From an optimization exercise on the open Yosys and OpenROAD flow, aimed at small area, a short achievable clock period and few clock cycles per item; shortcuts taken in it are not production practice. The RTL was checked by simulation tests, not by an equivalence proof against the original design. Power and IR drop assume default switching activity.

===== design/flow/config.mk =====
export PLATFORM = sky130hd
export DESIGN_NAME = dcache_top
export DESIGN_NICKNAME = dcache_top
export VERILOG_FILES = /design/flow/design.v
export SDC_FILE = /design/flow/constraint.sdc
export NUM_CORES = 4
export LEC_CHECK = 0
export CAP_MARGIN = 20
export CORE_MARGIN = 2
export CORE_UTILIZATION = 45
export SETUP_SLACK_MARGIN = 0.3
export SLEW_MARGIN = 20

===== design/flow/constraint.sdc =====
create_clock -name core_clock -period 8.0 [get_ports {CLK}]
set_input_delay 1.6000 -clock core_clock [delete_from_list [all_inputs] [get_ports {CLK}]]
set_output_delay 1.6000 -clock core_clock [all_outputs]
set_load 0.01 [all_outputs]

===== design/flow/design.v =====
package dcache_pkg;
   localparam int IDX_W           = 3;
   localparam int TAG_W           = 26;
   localparam int SETS            = 8;
   localparam int WAYS            = 2;
   localparam int WORDS_PER_BLOCK = 2;
   typedef logic [31:0] word_t;
   typedef logic [TAG_W-1:0] tag_t;
   typedef logic [IDX_W-1:0] idx_t;
   typedef logic [$clog2(WAYS)-1:0] way_t;
   typedef logic [$clog2(WORDS_PER_BLOCK)-1:0] blkoff_t;
   typedef struct packed {
      tag_t       tag;
      idx_t       idx;
      blkoff_t    blkoff;
      logic [1:0] bytoff;    
   } dcache_addr_t;
   typedef struct packed {
      logic                             valid;
      logic                             dirty;
      tag_t                             tag;
      word_t [WORDS_PER_BLOCK-1:0]      data;
   } frame_t;
   typedef struct packed {
      logic  ren;
      logic  wen;
      word_t addr;
      word_t wdata;
   } cpu_req_t;
   typedef struct packed {
      logic  ren;
      logic  wen;
      word_t addr;
      word_t wdata;
   } mem_req_t;
   typedef enum logic [2:0] {NONE, CPU_WRITE, FILL_WORD, FILL_DONE, CLEAN} frame_op_t;
   typedef struct packed {
      frame_op_t op;
      way_t      way;
      idx_t      idx;
      blkoff_t   blkoff;
      word_t     data;
   } frame_cmd_t;
   typedef enum logic [3:0] {
      IDLE, WB0, WB1, FILL0, FILL1, FLUSH_SCAN, FLUSH0, FLUSH1, HALTED
   } dcache_state_t;
endpackage
`timescale 1ns/1ns
module dcache_frames (
   input  logic                     CLK,
   input  logic                     nRST,
   input  dcache_pkg::dcache_addr_t addr,
   input  dcache_pkg::idx_t         sel_idx,
   input  dcache_pkg::way_t         sel_way,
   input  dcache_pkg::frame_cmd_t   cmd,
   output logic                     hit,
   output dcache_pkg::way_t         hit_way,
   output dcache_pkg::word_t        rdata,
   output dcache_pkg::frame_t       sel_frame
);
   localparam int LINES = dcache_pkg::WAYS * dcache_pkg::SETS;
   logic [LINES-1:0]                                                     valid_q, dirty_q;
   logic [LINES-1:0][dcache_pkg::TAG_W-1:0]                              tag_q;
   logic [LINES-1:0][dcache_pkg::WORDS_PER_BLOCK-1:0][31:0]              data_q;
   logic [dcache_pkg::WAYS-1:0]                                          match;
   logic [$clog2(LINES)-1:0]                                             cmd_line, hit_line,
                                                                         sel_line;
   always_comb begin
      for (int w = 0; w < dcache_pkg::WAYS; w++) begin
         match[w] = valid_q[{w[0], addr.idx}] && (tag_q[{w[0], addr.idx}] == addr.tag);
      end
   end
   assign hit             = |match;
   assign hit_way         = dcache_pkg::way_t'(match[1]);    
   assign hit_line        = {hit_way, addr.idx};
   assign rdata           = data_q[hit_line][addr.blkoff];
   assign sel_line        = {sel_way, sel_idx};              
   assign sel_frame.valid = valid_q[sel_line];
   assign sel_frame.dirty = dirty_q[sel_line];
   assign sel_frame.tag   = tag_q[sel_line];
   assign sel_frame.data  = data_q[sel_line];
   assign cmd_line        = {cmd.way, cmd.idx};
   always_ff @(posedge CLK, negedge nRST) begin
      if (!nRST) begin
         valid_q <= '0;
         dirty_q <= '0;
         tag_q   <= '0;
         data_q  <= '0;
      end else begin
         case (cmd.op)
            dcache_pkg::CPU_WRITE: begin
               data_q[cmd_line][cmd.blkoff] <= cmd.data;
               dirty_q[cmd_line]            <= 1'b1;
            end
            dcache_pkg::FILL_WORD: begin
               data_q[cmd_line][cmd.blkoff] <= cmd.data;
            end
            dcache_pkg::FILL_DONE: begin
               data_q[cmd_line][cmd.blkoff] <= cmd.data;
               tag_q[cmd_line]              <= addr.tag;
               valid_q[cmd_line]            <= 1'b1;
               dirty_q[cmd_line]            <= 1'b0;
            end
            dcache_pkg::CLEAN: begin
               dirty_q[cmd_line] <= 1'b0;    
            end
            default: begin
            end
         endcase
      end
   end
endmodule
`timescale 1ns/1ns
module dcache_lru (
   input  logic              CLK,
   input  logic              nRST,
   input  dcache_pkg::idx_t  idx,
   input  logic              touch,
   input  dcache_pkg::way_t  touch_way,
   output dcache_pkg::way_t  victim
);
   logic [dcache_pkg::SETS-1:0] use_q;    
   always_ff @(posedge CLK, negedge nRST) begin
      if (!nRST) begin
         use_q <= '0;
      end else if (touch) begin
         use_q[idx] <= ~touch_way;
      end
   end
   assign victim = dcache_pkg::way_t'(use_q[idx]);
endmodule
`timescale 1ns/1ns
module dcache_ctrl (
   input  logic                   CLK,
   input  logic                   nRST,
   input  dcache_pkg::cpu_req_t   cpu,
   input  logic                   halt,
   input  logic                   hit,
   input  dcache_pkg::way_t       hit_way,
   input  dcache_pkg::word_t      rdata,
   input  dcache_pkg::frame_t     sel_frame,
   input  dcache_pkg::way_t       victim,
   input  logic                   dwait,
   input  dcache_pkg::word_t      dload,
   output logic                   dhit,
   output dcache_pkg::word_t      dmemload,
   output logic                   flushed,
   output dcache_pkg::mem_req_t   mem,
   output dcache_pkg::frame_cmd_t cmd,
   output dcache_pkg::idx_t       sel_idx,
   output dcache_pkg::way_t       sel_way,
   output logic                   touch,
   output dcache_pkg::way_t       touch_way
);
   dcache_pkg::dcache_state_t state_q, state_d;
   dcache_pkg::idx_t          flush_idx_q, flush_idx_d;
   dcache_pkg::way_t          flush_way_q, flush_way_d;
   dcache_pkg::way_t          vict_q, vict_d;        
   dcache_pkg::dcache_addr_t  req_addr;
   logic                      flushing, flush_last, advance;
   function automatic dcache_pkg::word_t blk_addr(input dcache_pkg::tag_t tag,
                                                  input dcache_pkg::idx_t idx,
                                                  input dcache_pkg::blkoff_t word);
      blk_addr = {tag, idx, word, 2'b00};
   endfunction
   assign req_addr   = cpu.addr;
   assign dmemload   = rdata;
   assign flushing   = (state_q == dcache_pkg::FLUSH_SCAN) ||
                       (state_q == dcache_pkg::FLUSH0) || (state_q == dcache_pkg::FLUSH1);
   assign flush_last = (flush_idx_q == dcache_pkg::idx_t'(dcache_pkg::SETS - 1)) &&
                       (flush_way_q == dcache_pkg::way_t'(dcache_pkg::WAYS - 1));
   assign sel_idx    = flushing ? flush_idx_q : req_addr.idx;
   assign sel_way    = flushing ? flush_way_q :
                       (state_q == dcache_pkg::IDLE) ? victim : vict_q;
   always_ff @(posedge CLK, negedge nRST) begin
      if (!nRST) begin
         state_q     <= dcache_pkg::IDLE;
         flush_idx_q <= '0;
         flush_way_q <= '0;
         vict_q      <= '0;
      end else begin
         state_q     <= state_d;
         flush_idx_q <= flush_idx_d;
         flush_way_q <= flush_way_d;
         vict_q      <= vict_d;
      end
   end
   always_comb begin
      state_d     = state_q;
      flush_idx_d = flush_idx_q;
      flush_way_d = flush_way_q;
      vict_d      = vict_q;
      advance     = 1'b0;
      dhit        = 1'b0;
      flushed     = 1'b0;
      mem         = '0;
      cmd         = '0;
      cmd.idx     = req_addr.idx;
      cmd.way     = vict_q;
      touch       = 1'b0;
      touch_way   = hit_way;
      case (state_q)
         dcache_pkg::IDLE: begin
            if (halt) begin
               flush_idx_d = '0;
               flush_way_d = '0;
               state_d     = dcache_pkg::FLUSH_SCAN;
            end else if ((cpu.ren || cpu.wen) && hit) begin
               dhit  = 1'b1;
               touch = 1'b1;
               if (cpu.wen) begin
                  cmd.op     = dcache_pkg::CPU_WRITE;
                  cmd.way    = hit_way;
                  cmd.blkoff = req_addr.blkoff;
                  cmd.data   = cpu.wdata;
               end
            end else if (cpu.ren || cpu.wen) begin
               vict_d  = victim;
               state_d = (sel_frame.valid && sel_frame.dirty) ? dcache_pkg::WB0 :
                                                                dcache_pkg::FILL0;
            end
         end
         dcache_pkg::WB0, dcache_pkg::WB1: begin
            mem.wen   = 1'b1;
            mem.addr  = blk_addr(sel_frame.tag, req_addr.idx, state_q == dcache_pkg::WB1);
            mem.wdata = sel_frame.data[state_q == dcache_pkg::WB1];
            if (!dwait) begin
               state_d = (state_q == dcache_pkg::WB0) ? dcache_pkg::WB1 : dcache_pkg::FILL0;
               if (state_q == dcache_pkg::WB1) begin
                  cmd.op = dcache_pkg::CLEAN;
               end
            end
         end
         dcache_pkg::FILL0, dcache_pkg::FILL1: begin
            mem.ren    = 1'b1;
            mem.addr   = blk_addr(req_addr.tag, req_addr.idx, state_q == dcache_pkg::FILL1);
            cmd.blkoff = state_q == dcache_pkg::FILL1;
            cmd.data   = dload;
            if (!dwait && (state_q == dcache_pkg::FILL0)) begin
               cmd.op  = dcache_pkg::FILL_WORD;
               state_d = dcache_pkg::FILL1;
            end else if (!dwait) begin
               cmd.op    = dcache_pkg::FILL_DONE;
               touch     = 1'b1;
               touch_way = vict_q;
               state_d   = dcache_pkg::IDLE;    
            end
         end
         dcache_pkg::FLUSH_SCAN: begin
            if (sel_frame.valid && sel_frame.dirty) begin
               state_d = dcache_pkg::FLUSH0;
            end else begin
               advance = 1'b1;
            end
         end
         dcache_pkg::FLUSH0, dcache_pkg::FLUSH1: begin
            mem.wen   = 1'b1;
            mem.addr  = blk_addr(sel_frame.tag, flush_idx_q, state_q == dcache_pkg::FLUSH1);
            mem.wdata = sel_frame.data[state_q == dcache_pkg::FLUSH1];
            if (!dwait && (state_q == dcache_pkg::FLUSH0)) begin
               state_d = dcache_pkg::FLUSH1;
            end else if (!dwait) begin
               cmd.op  = dcache_pkg::CLEAN;
               cmd.idx = flush_idx_q;
               cmd.way = flush_way_q;
               advance = 1'b1;
            end
         end
         dcache_pkg::HALTED: begin
            flushed = 1'b1;    
         end
         default: begin
            state_d = dcache_pkg::IDLE;
         end
      endcase
      if (advance) begin
         if (flush_last) begin
            state_d = dcache_pkg::HALTED;
         end else begin
            flush_idx_d = dcache_pkg::idx_t'(flush_idx_q + 1'b1);
            if (flush_idx_q == dcache_pkg::idx_t'(dcache_pkg::SETS - 1)) begin
               flush_way_d = dcache_pkg::way_t'(flush_way_q + 1'b1);
            end
            state_d = dcache_pkg::FLUSH_SCAN;
         end
      end
   end
endmodule
`timescale 1ns/1ns
module dcache (
   input  logic                 CLK,
   input  logic                 nRST,
   input  dcache_pkg::cpu_req_t cpu,
   input  logic                 halt,
   output logic                 dhit,
   output dcache_pkg::word_t    dmemload,
   output logic                 flushed,
   output dcache_pkg::mem_req_t mem,
   input  logic                 dwait,
   input  dcache_pkg::word_t    dload
);
   dcache_pkg::dcache_addr_t cpu_addr;    
   dcache_pkg::frame_cmd_t   cmd;
   dcache_pkg::frame_t       sel_frame;
   dcache_pkg::idx_t         sel_idx;
   dcache_pkg::way_t         sel_way, hit_way, victim, touch_way;
   dcache_pkg::word_t        rdata;
   logic                     hit, touch;
   assign cpu_addr = cpu.addr;
   dcache_ctrl i_ctrl (
      .CLK       (CLK),
      .nRST      (nRST),
      .cpu       (cpu),
      .halt      (halt),
      .hit       (hit),
      .hit_way   (hit_way),
      .rdata     (rdata),
      .sel_frame (sel_frame),
      .victim    (victim),
      .dwait     (dwait),
      .dload     (dload),
      .dhit      (dhit),
      .dmemload  (dmemload),
      .flushed   (flushed),
      .mem       (mem),
      .cmd       (cmd),
      .sel_idx   (sel_idx),
      .sel_way   (sel_way),
      .touch     (touch),
      .touch_way (touch_way)
   );
   dcache_frames i_frames (
      .CLK       (CLK),
      .nRST      (nRST),
      .addr      (cpu_addr),
      .sel_idx   (sel_idx),
      .sel_way   (sel_way),
      .cmd       (cmd),
      .hit       (hit),
      .hit_way   (hit_way),
      .rdata     (rdata),
      .sel_frame (sel_frame)
   );
   dcache_lru i_lru (
      .CLK       (CLK),
      .nRST      (nRST),
      .idx       (cpu_addr.idx),
      .touch     (touch),
      .touch_way (touch_way),
      .victim    (victim)
   );
endmodule
`timescale 1ns/1ns
module dcache_top (
   input  logic        CLK,
   input  logic        nRST,
   input  logic        cpu_ren,
   input  logic        cpu_wen,
   input  logic [31:0] cpu_addr,
   input  logic [31:0] cpu_wdata,
   input  logic        halt,
   output logic        dhit,
   output logic [31:0] dmemload,
   output logic        flushed,
   output logic        mem_ren,
   output logic        mem_wen,
   output logic [31:0] mem_addr,
   output logic [31:0] mem_wdata,
   input  logic        dwait,
   input  logic [31:0] dload
);
   dcache_pkg::cpu_req_t cpu;
   dcache_pkg::mem_req_t mem;
   assign cpu.ren   = cpu_ren;
   assign cpu.wen   = cpu_wen;
   assign cpu.addr  = cpu_addr;
   assign cpu.wdata = cpu_wdata;
   assign mem_ren   = mem.ren;
   assign mem_wen   = mem.wen;
   assign mem_addr  = mem.addr;
   assign mem_wdata = mem.wdata;
   dcache i_dcache (
      .CLK      (CLK),
      .nRST     (nRST),
      .cpu      (cpu),
      .halt     (halt),
      .dhit     (dhit),
      .dmemload (dmemload),
      .flushed  (flushed),
      .mem      (mem),
      .dwait    (dwait),
      .dload    (dload)
   );
endmodule

===== design/flow/run.sh =====
#!/bin/bash
# synth_recipe.tcl (not shown) runs the flow's synth.tcl, then flattens the netlist and writes it again
# the make line also repeats each setting of config.mk as NAME=value (left out here)
make -C /OpenROAD-flow-scripts/flow DESIGN_CONFIG=/design/flow/config.mk WORK_HOME=/design/flow/orfs CLKGATE_MAP_FILE= SYNTH_SCRIPT=/design/flow/synth_recipe.tcl finish

==> parameters.txt <==
Parameter                              Value

Timing
  Total count of hold-check failures in the final report ... 0
  Slew of the pin with the lowest slew margin ... approximately 1.1 ns
  Final period utilization ... 0.984
  RSZ-0062 raised after global routing ... no
  Tmin final ... roughly 7.9 ns
  Worst slew margin relative to its limit ... 0.252
  Setup clock skew after layout ... roughly 0.067 ns
  Max-slew violation total from the final report ... 0
  Max Clk Rate ... ~0.13 GHz
  Final count of negative-setup-slack endpoints ... 0
  Post-route setup slack ... 0.130 ns

Logic synthesis
  Syn_area_per_cell ... about 13 um2
  Number of storage elements in the synthesis netlist ... approximately 1500
  Part of the Yosys area used for sequential elements ... 0.436
  Gate count of the mapped netlist ... 6610
  Largest cells by area after synthesis ... dfrtp_1, mux4_2, mux2_2
  Cell type contributing the most total cell area after synthesis ... dfrtp_1
  Most used flip-flop cell after synthesis ... dfrtp_1
  Area share of the leading cell type in the synthesized netlist ... 0.436
  Post-synthesis instance area ... between 80000 and 90000 um2
  Count of flip-flops with a built-in enable after synthesis ... 0
  Distinct cell type count of the synthesized netlist ... between 90 and 100
  Synthesis Warnings ... 3
  Async set-reset flop share out of synthesis ... 1.00

Flow run
  Number of max-cap violations ... 0

Placement
  Number of buffers added on ports ... approximately 200
  Detailed Place HPWL ... 249000 um
  Routability-driven placement congestion ratio ... between 1 and 1.5
  Pre-CTS WS ... -0.516 ns
  Total placed instance area ... just under 100000 um2
  Dpl cells ... 9549

Layout
  Sequential cell area ... about 37000 um2
  Post-route cell area ... 103000 um2
  Non-filler cells, final ... slightly below 10000
  Layout area overhead ... 20.0%
  Layout cell share with drive strength beyond 1 ... 0.418
  Number of inserted filler cells in the final layout ... about 16000
  NumNets Final ... 7344
  Area of the multi-input gates ... around 46000 um2

Setup path
  Delay-heaviest family, CP ... buffers and inverters
  Arrival time of data at the critical path endpoint ... 6.27 ns
  End point of the critical path ... dmemload[7]
  Worst R2R Setup Slack ... approximately 1.2 ns
  Endpoint of the lowest-slack register-to-register path ... i_dcache.i_frames.data_q[168]$_DFFE_PN0P_
  Critical Path, Cell by Cell ... buf_8 > buf_12 > buf_4 > mux4_2 > mux2i_1 > buf_4 > xnor2_1 > nor3_1 > and4_1 > and4_4 > buf_6 > buf_4 > mux2_2 > clkdlybuf4s50_1
  Most common cell type on the critical path ... buf_4
  WP depth ... 14
  Setup crit start ... cpu_addr[4]
  Startpoint of the worst-slack reg-to-reg timing path ... i_dcache.i_frames.tag_q[289]$_DFFE_PN0P_
  WP data required ... between 6 and 7 ns
  Logic depth of the worst register-to-register path ... 25
  Setup crit start kind ... input pin
  Slowest library cell on the worst path ... clkdlybuf4s50_1
  Nature of the critical path endpoint ... primary output
  Worst Path Max Fanout ... 25
  Setup CP Type ... input pin to primary output
  Number of buffers and inverters on the critical path ... 7
  Biggest cell delay along the critical path ... 0.58 ns

Detailed routing
  Final antenna-violating net count ... 0
  Number of search-and-repair iterations in the first detailed-routing pass ... 7
  Number of vias after detailed routing ... approximately 67000
  Via count normalized by instance count ... just under 7
  Routed len/inst ... 36.2 um
  Violation count after the first detailed-route iteration ... between 8000 and 9000
  Post-route DRC violation count ... 0
  Routed wire length ... approximately 360000 um

Floorplanning
  Area of the core region ... ~190000 um2
  Starting density of the core ... 0.451
  Top Ports ... just over 200
  Die footprint ... approximately 190000 um2
  Number of rows in the core area ... 160
  Horiz. Die Dim ... 440 um
  Height of the chip ... 440 um

Power
  Total power per unit cell area ... about 400 nW/um2
  Worst ir drop on vdd ... 0.407 mV
  Leakage power ... about 46 nW

Global routing
  GRT Resource Usage Total ... 0.369
  Remaining global-route overflow ... 0
  Pin count of the biggest net entering global routing ... ~180
  Global-route wire length before repair ... roughly 500000 um
  Initial antenna violation count ... 23
  Vias in the first global route ... 65893

Outcome
  Outcome ... finished clean

Clock network
  Number of CTS-inserted buffers ... roughly 170
  Clock transition at the register clock pins on the worst setup and hold paths after CTS ... ~0.05 ns
  Clock tree from TritonCTS ... done
  Total number of H-tree levels ... 4
  Buffer depth of the longest clock path ... 3
  Count of hold buffers inserted by post-cts repair ... 0
  Insertion delay of the later-clocked pin in the worst-skew pair ... around 0.88 ns
  Count of clock tree sinks ... about 1500
  Cell at the root of the clock tree ... clkbuf_16

Worst hold path
  Worst hold path class ... flop to flop
[cell type report]
cell class / instances / share of cell area
Antenna cell: 11 / 0.000268
Multi-Input combinational cell: 4435 / 0.446
Inverter: 41 / 0.00151
Clock inverter: 54 / 0.00775
Timing Repair Buffer: 1074 / 0.103
Clock buffer: 243 / 0.0475
Sequential cell: 1489 / 0.363
Tap cell: 2511 / 0.0306
[cell usage in the layout (no fill, tap or decap), types with 38 or more instances in the layout]
master           Yosys  layout
mux2_1              65      65
o2bb2ai_1           78      78
nand2_1            607     605
o21ai_0            493     490
clkdlybuf4s50_1      0     190
xnor2_1             46      39
and3_1              39      39
a22o_1              91      91
inv_1               38      38
a22oi_1             52      51
buf_12               0     162
buf_4               44     716
dfrtp_1           1489    1489
a31oi_1             44      44
clkbuf_1           326      39
mux2_2             999     997
nand3_1            123     122
mux2i_1            184     174
a21oi_1             82      78
mux4_2             755     755
nor3_1              46      43
nor2_1             178     169
clkbuf_16            0     171
o22ai_1             72      70
[cells in the mapped netlist (10+ instances only)]
| library cell | instances |
|---|---|
| buf_1 | 86 |
| nand2_1 | 607 |
| nor2b_1 | 15 |
| a32o_1 | 28 |
| clkbuf_1 | 326 |
| a22oi_1 | 52 |
| dfrtp_1 | 1489 |
| nand3_1 | 123 |
| a211oi_1 | 17 |
| buf_6 | 15 |
| o21ai_0 | 493 |
| mux2_2 | 999 |
| buf_4 | 44 |
| a31oi_1 | 44 |
| a311oi_1 | 33 |
| and3_1 | 39 |
| o221ai_1 | 10 |
| o2bb2ai_1 | 78 |
| nand4_1 | 21 |
| a22o_2 | 32 |
| nand4_2 | 13 |
| ha_1 | 31 |
| a21oi_1 | 82 |
| mux2_1 | 65 |
| o22a_1 | 19 |
| a221o_1 | 11 |
| xor2_1 | 11 |
| mux2_4 | 30 |
| and4_1 | 10 |
| nor4_1 | 18 |
| nor3_1 | 46 |
| mux2i_1 | 184 |
| buf_2 | 173 |
| and2_1 | 14 |
| nand2b_1 | 13 |
| xnor2_1 | 46 |
| o22ai_1 | 72 |
| a21o_1 | 10 |
| nor2_1 | 178 |
| inv_1 | 38 |
| mux4_2 | 755 |
| a22o_1 | 91 |
[logic make-up (layout without fill, tap and decap cells)]
group                      Yosys count  after routing  synth area share
buffers and inverters              687           1412            0.0360
adders and majority gates           32             32           0.00477
xor gates and xnor gates            57             57           0.00584
muxes                             2033           2033             0.366
DFF                               1489           1489             0.436
and+or+nand+nor                   1155           1155            0.0620
other                                1             13         0.0000438
AOI/OAI and AO/OA                 1156           1156            0.0901
[worst register-to-register path, cell delays in order (launching register included)]
cell       delay (ns)
dfrtp_1          0.40
mux4_2           0.50
mux2i_1          0.20
xor2_1           0.18
buf_4            0.23
o211ai_1         0.13
buf_4            0.19
buf_4            0.16
and3b_1          0.22
and4_4           0.34
buf_6            0.49
o211ai_1         0.19
and2_1           0.23
ha_1             0.32
nor2_1           0.11
o21bai_1         0.09
a21oi_1          0.21
o21bai_1         0.11
ha_1             0.23
nand3b_1         0.20
nand3b_1         0.26
a2bb2oi_4        0.22
buf_12           0.16
nand4_1          0.49
buf_4            0.50
mux2_2           0.36
[sequential cells by signal (all words and copies together), names as in the netlist, named ones only]
register	cells
i_dcache.i_frames.data_q	1024
i_dcache.i_ctrl.flush_idx_q	3
i_dcache.i_ctrl.flush_way_q	1
i_dcache.i_lru.use_q	8
i_dcache.i_frames.valid_q	16
i_dcache.i_frames.tag_q	416
i_dcache.i_ctrl.vict_q	1
i_dcache.i_ctrl.state_q	4
[power breakdown]
group / internal [mW] / switching, mW
Sequential: 8.62 / 1.07
Clock: 4.62 / 3.39
Combinational: 8.42 / 14.9
Total: 21.7 / 19.3
[per-stage QoR]
step	total power [mW]	hold WS, ns	util	TNS (ns)
2_1_floorplan	18.8	0.444	-	0
5_1_grt	41.8	0.511	0.541	0
3_5_place_dp	32.1	0.479	0.511	-141.15
3_3_place_gp	32.0	0.476	0.511	-98.68
6_report	41.0	0.489	0.541	0
4_1_cts	40.2	0.496	0.541	0
[how the worst min path moves through the flow]
stage                                                   startpoint                                        to  slack, ns  cells after the start
after global placement         i_dcache.i_lru.use_q[1]$_DFFE_PN0P_       i_dcache.i_lru.use_q[1]$_DFFE_PN0P_       0.48                      1
after global routing                                          flop                                      flop       0.51                      1
final                          i_dcache.i_lru.use_q[6]$_DFFE_PN0P_       i_dcache.i_lru.use_q[6]$_DFFE_PN0P_       0.49                      1
after CTS                      i_dcache.i_lru.use_q[6]$_DFFE_PN0P_       i_dcache.i_lru.use_q[6]$_DFFE_PN0P_       0.50                      1
after floorplan           i_dcache.i_frames.valid_q[0]$_DFFE_PN0P_  i_dcache.i_frames.valid_q[0]$_DFFE_PN0P_       0.44                      1
after detailed placement       i_dcache.i_lru.use_q[6]$_DFFE_PN0P_       i_dcache.i_lru.use_q[6]$_DFFE_PN0P_       0.48                      1
[timing repair]
action | 4_1_cts | 5_1_grt
buffers inserted | 0 | 1
setup endpoints to repair | 11 | 330
pin swaps | 0 | 1
gates resized for setup | 1 | 16
[per-layer routing]
layer	global-route usage	vias to the layer above	part of all wire
met1	0.517	35214	0.41
met2	0.535	3964	0.43
met3	0.103	825	0.11
met5	0.00546	-	0.00060
li1	-	26698	-
met4	0.161	12	0.051
Testbench counts, summed over its fixed seeds: cycles 36,190, accesses 4,800.

static timing again, ports no longer ideal:
The results above use ideal ports. As a check the final layout listed here was re-extracted and re-timed, cells and wires unchanged. Step 1: set_driving_cell puts a clkbuf_16 on CLK and a buf_2 on each other input, an assumption about the parent block. Step 2, shift: input delay + t, output delay - t, t = (earliest + latest rising clock arrival at the registers) / 2. This alone moves slack from input paths to output paths. Slacks: ideal / step 1 / step 2; pairs: ideal / step 1.
shift t [ns]: 0.941
setup WS [ns]: 0.130 / 0.074 / -0.584
clock arrival spread, ns: 0.067 / 0.067
pins driven straight from the clock port: 1
With both steps, setup timing fails in this run, where it was met with ideal ports. For this run, drivers alone change the setup slack by -0.056 ns; drivers and shift together by -0.714 ns.
